What follows belongs to an exercise in optimizing a design on an open flow for small area, a short achievable clock period and few clock cycles per item; a production flow would make more cautious choices. In this exercise RTL edits were held to simulation tests only and were not proved equivalent to the original. Power is estimated from default activity; no workload was simulated.

## door_brightness_state_machine
module door_brightness_state_machine
(
   input  logic                   clock,
   input  logic                   reset,
   input  logic                   req_tvalid,
   output logic                   req_tready,
   input  logic [31:0]            req_tdata,   
   output logic                   rsp_tvalid,
   input  logic                   rsp_tready,
   output logic [23:0]            rsp_tdata,   
   input  logic                   csr_valid,
   output logic                   csr_ready,
   input  logic [CSR_INDEX_W-1:0] csr_index,
   input  logic [15:0]            csr_data
);
Size: ~380 flip-flops, about 83 I/O pins, about 0.024 mm^2 of cells after synthesis.
export LEC_CHECK = 0
export CAP_MARGIN = 20
export CORE_MARGIN = 2
export CORE_UTILIZATION = 40
export CTS_BUF_LIST = sky130_fd_sc_hd__clkbuf_4
export SETUP_SLACK_MARGIN = 4.5
export SLEW_MARGIN = 20
export SYNTH_HIERARCHICAL = 1
export TNS_END_PERCENT = 0
create_clock -name core_clock -period 8.0 [get_ports {clock}]
run.sh (not shown) runs the stock make flow with config.mk's settings and CLKGATE_MAP_FILE= SYNTH_SCRIPT=/design/flow/synth_recipe.tcl, a recipe that flattens the netlist after the stock synthesis.
Testbench counts at the start, summed over its fixed seeds: cycles 5,052, items 4,800.
Rerun with:
--- a/flow/design.v
+++ b/flow/design.v
@@ -117,15 +117,15 @@
    logic        accept, adv3, adv2, step, stall;
    assign luma       = req_tdata[15:0];
    assign dark       = req_tdata[31:16];
    assign csr_ready  = 1'b1;
    assign accept     = req_tvalid && req_tready;
    assign adv3       = !rsp_valid_ff || rsp_tready;
    assign adv2       = !v2_ff || adv3;
-   logic room;
+   logic room, stall_reg;
    assign room = !v2_ff || !rsp_valid_ff;
    dbsm_ao21 u_ready (.a(!va_ff || (!stall && room)), .b(!stall), .c(rsp_tready), .y(req_tready));
    dbsm_ao21 u_step  (.a(va_ff && !stall && room), .b(va_ff && !stall), .c(rsp_tready), .y(step));
    always_ff @(posedge clock) begin
       if (reset) begin
          ocl_ff <= 16'd10240;
          oll_ff <= 16'd15360;
@@ -161,32 +161,42 @@
    assign in_req.cg  = !gt_cgl && !lt_cdf;
    assign in_req.pu  = !lt_rul && !gt_rdl;
    always_ff @(posedge clock) begin
       if (reset) begin
          va_ff <= 1'b0;
       end else if (req_tready) begin
          va_ff <= req_tvalid;
+      end else if (step) begin
+         va_ff <= 1'b0;
       end
    end
    always_ff @(posedge clock) begin
       if (req_tready) begin
          a_ff   <= in_req;
          lta_ff <= lt_next;
       end
    end
    logic        closing;
    logic [7:0]  cnt_lim;
    logic        cnt_hit;
    logic [1:0]  mode_d;
    logic        run_d, push_d, restart_d;
    logic [2:0]  ev_d;
-   assign stall   = a_ff.cg && mode_ff[1] && ((v2_ff && wchg2_ff) || qchg_ff || qchg2_ff);
-   logic q_lt_l;
-   dbsm_lt16 u_q (.a(q_ff), .b(a_ff.l), .lt(q_lt_l));
-   assign closing = qnz_ff && a_ff.cg && !q_lt_l;
+   logic q_lt_l, lb_lt_l, qstale, fast_close;
+   dbsm_lt16 u_q  (.a(q_ff), .b(a_ff.l), .lt(q_lt_l));
+   dbsm_lt16 u_lb (.a({1'b0, s_ff[3][15:1]}), .b(a_ff.l), .lt(lb_lt_l));
+   assign qstale     = (v2_ff && wchg2_ff) || qchg_ff || qchg2_ff;
+   logic lb_ok_ff;
+   always_ff @(posedge clock) begin
+      lb_ok_ff <= va_ff && !step && full_ff && !lb_lt_l && (s_ff[3][15:1] != 15'd0);
+   end
+   assign fast_close = lb_ok_ff;
+   assign stall_reg  = a_ff.cg && mode_ff[1] && qstale;
+   assign stall      = stall_reg && !fast_close;
+   assign closing    = a_ff.cg && (qstale ? fast_close : (qnz_ff && !q_lt_l));
    assign cnt_lim = mode_ff[1] ? ccf_ff : ocf_ff;
    assign cnt_hit = (c1_ff >= cnt_lim);
    always_comb begin
       mode_d    = mode_ff;
       run_d     = 1'b0;
       push_d    = 1'b0;
       restart_d = 1'b0;
Count of clock-buffer cells in the layout falls by 10.
Routed wire length grows by 5.7%.
Hold slack gets worse by 0.0051 ns.
Design area barely changes.
Setup slack loses 0.084 ns.
First-iteration DRC count rose by 19%.
Utilization barely changes.
Final cell count increases by 0.89%.
Synthesized area barely changes.
Testbench counts after the change, summed over its fixed seeds: cycles 4,959, items 4,800.

job 101:
door_brightness_state_machine, a different RTL version from the one above (not shown whole).
For scale: roughly 2800 cells after synthesis, ~380 flip-flops, ~24000 sq um of cells after synthesis.
Settings: LEC_CHECK=0, CAP_MARGIN=20, CORE_MARGIN=2, CORE_UTILIZATION=40, CTS_BUF_LIST=sky130_fd_sc_hd__clkbuf_4, SETUP_SLACK_MARGIN=4.5, SLEW_MARGIN=20, SYNTH_HIERARCHICAL=1, TNS_END_PERCENT=0; clock period 8.0 ns.
The final layout from job 101, which completed every stage, passed the timing, design-rule and antenna checks at the end of the flow.
Testbench counts of job 101, summed over its fixed seeds: cycles 4,832, items 4,800.
Input-level comparison between job 102 and job 101:
diff --git a/flow/design.v b/flow/design.v
--- a/flow/design.v
+++ b/flow/design.v
@@ -118,15 +118,15 @@
    assign luma       = req_tdata[15:0];
    assign dark       = req_tdata[31:16];
    assign csr_ready  = 1'b1;
    assign accept     = req_tvalid && req_tready;
    assign adv3       = !rsp_valid_ff || rsp_tready;
    assign adv2       = !v2_ff || adv3;
-   logic room;
+   logic room, stall_reg;
    assign room = !v2_ff || !rsp_valid_ff;
-   dbsm_ao21 u_ready (.a(!va_ff || (!stall && room)), .b(!stall), .c(rsp_tready), .y(req_tready));
+   dbsm_ao21 u_ready (.a(!va_ff || (!stall_reg && room)), .b(!stall_reg), .c(rsp_tready), .y(req_tready));
    dbsm_ao21 u_step  (.a(va_ff && !stall && room), .b(va_ff && !stall), .c(rsp_tready), .y(step));
    always_ff @(posedge clock) begin
       if (reset) begin
          ocl_ff <= 16'd10240;
          oll_ff <= 16'd15360;
          ocf_ff <= 8'd3;
@@ -162,12 +162,14 @@
    assign in_req.pu  = !lt_rul && !gt_rdl;
    always_ff @(posedge clock) begin
       if (reset) begin
          va_ff <= 1'b0;
       end else if (req_tready) begin
          va_ff <= req_tvalid;
+      end else if (step) begin
+         va_ff <= 1'b0;
       end
    end
    always_ff @(posedge clock) begin
       if (req_tready) begin
          a_ff   <= in_req;
          lta_ff <= lt_next;
@@ -181,13 +183,14 @@
    logic [2:0]  ev_d;
    logic q_lt_l, lb_lt_l, qstale, fast_close;
    dbsm_lt16 u_q  (.a(q_ff), .b(a_ff.l), .lt(q_lt_l));
    dbsm_lt16 u_lb (.a({1'b0, s_ff[3][15:1]}), .b(a_ff.l), .lt(lb_lt_l));
    assign qstale     = (v2_ff && wchg2_ff) || qchg_ff || qchg2_ff;
    assign fast_close = full_ff && !lb_lt_l && (s_ff[3][15:1] != 15'd0);
-   assign stall      = a_ff.cg && mode_ff[1] && qstale && !fast_close;
+   assign stall_reg  = a_ff.cg && mode_ff[1] && qstale;
+   assign stall      = stall_reg && !fast_close;
    assign closing    = a_ff.cg && (qstale ? fast_close : (qnz_ff && !q_lt_l));
    assign cnt_lim = mode_ff[1] ? ccf_ff : ocf_ff;
    assign cnt_hit = (c1_ff >= cnt_lim);
    always_comb begin
       mode_d    = mode_ff;
       run_d     = 1'b0;
==> results.txt <==
Final routed wirelength across all metal layers (job 102 vs. job 101) increases by a few percent
reg2reg as the worst setup path category was reported by job 102, and reg2out by job 101.
[compare] base=job 101 new=job 102: sequential portion of the cell area dropped 0.54 points, worst hold margin +0.024 ns, antenna diode instance count climbed 2.
Job 102 vs job 101, total power went down by 1.1%.
In the flow results for job 102 and job 101, the ratio of total power to cell area is larger on job 101.
Testbench counts of job 102, summed over its fixed seeds: cycles 4,959, items 4,800.

[what the ideal ports hide]
No port has a modelled driver above. Below, the same layouts with a new extraction and two added sets of constraints.
Step 1 sets driving cells, clkbuf_16 on the clock port and buf_2 on the other inputs (assumed; they add their load-dependent delay and slew).
Step 2, shift: input delay + t, output delay - t, t = (earliest + latest rising clock arrival at the registers) / 2. This alone moves slack from input paths to output paths.
Slacks: no drivers / after step 1 / after step 2; pairs: no drivers / after step 1.
run	t, ns	setup slack, ns	worst setup path after step 2	slew at the worst register clock pin (ns)	cell pins on the clock port's net
the first run of note 1	0.946	4.236 / 4.236 / 3.368	input to register	0.08 / 0.08	1
the second run of note 1	0.916	4.152 / 4.152 / 3.332	input to register	0.08 / 0.08	1
job 101	0.930	2.801 / 2.747 / 2.937	input to register	0.07 / 0.07	1
job 102	0.959	3.736 / 3.736 / 3.035	input to register	0.08 / 0.08	1
After both steps setup and hold are still met in every run listed. For the first run of note 1, which loses most, drivers alone change the setup slack by 0.000 ns; drivers and shift together by -0.868 ns.
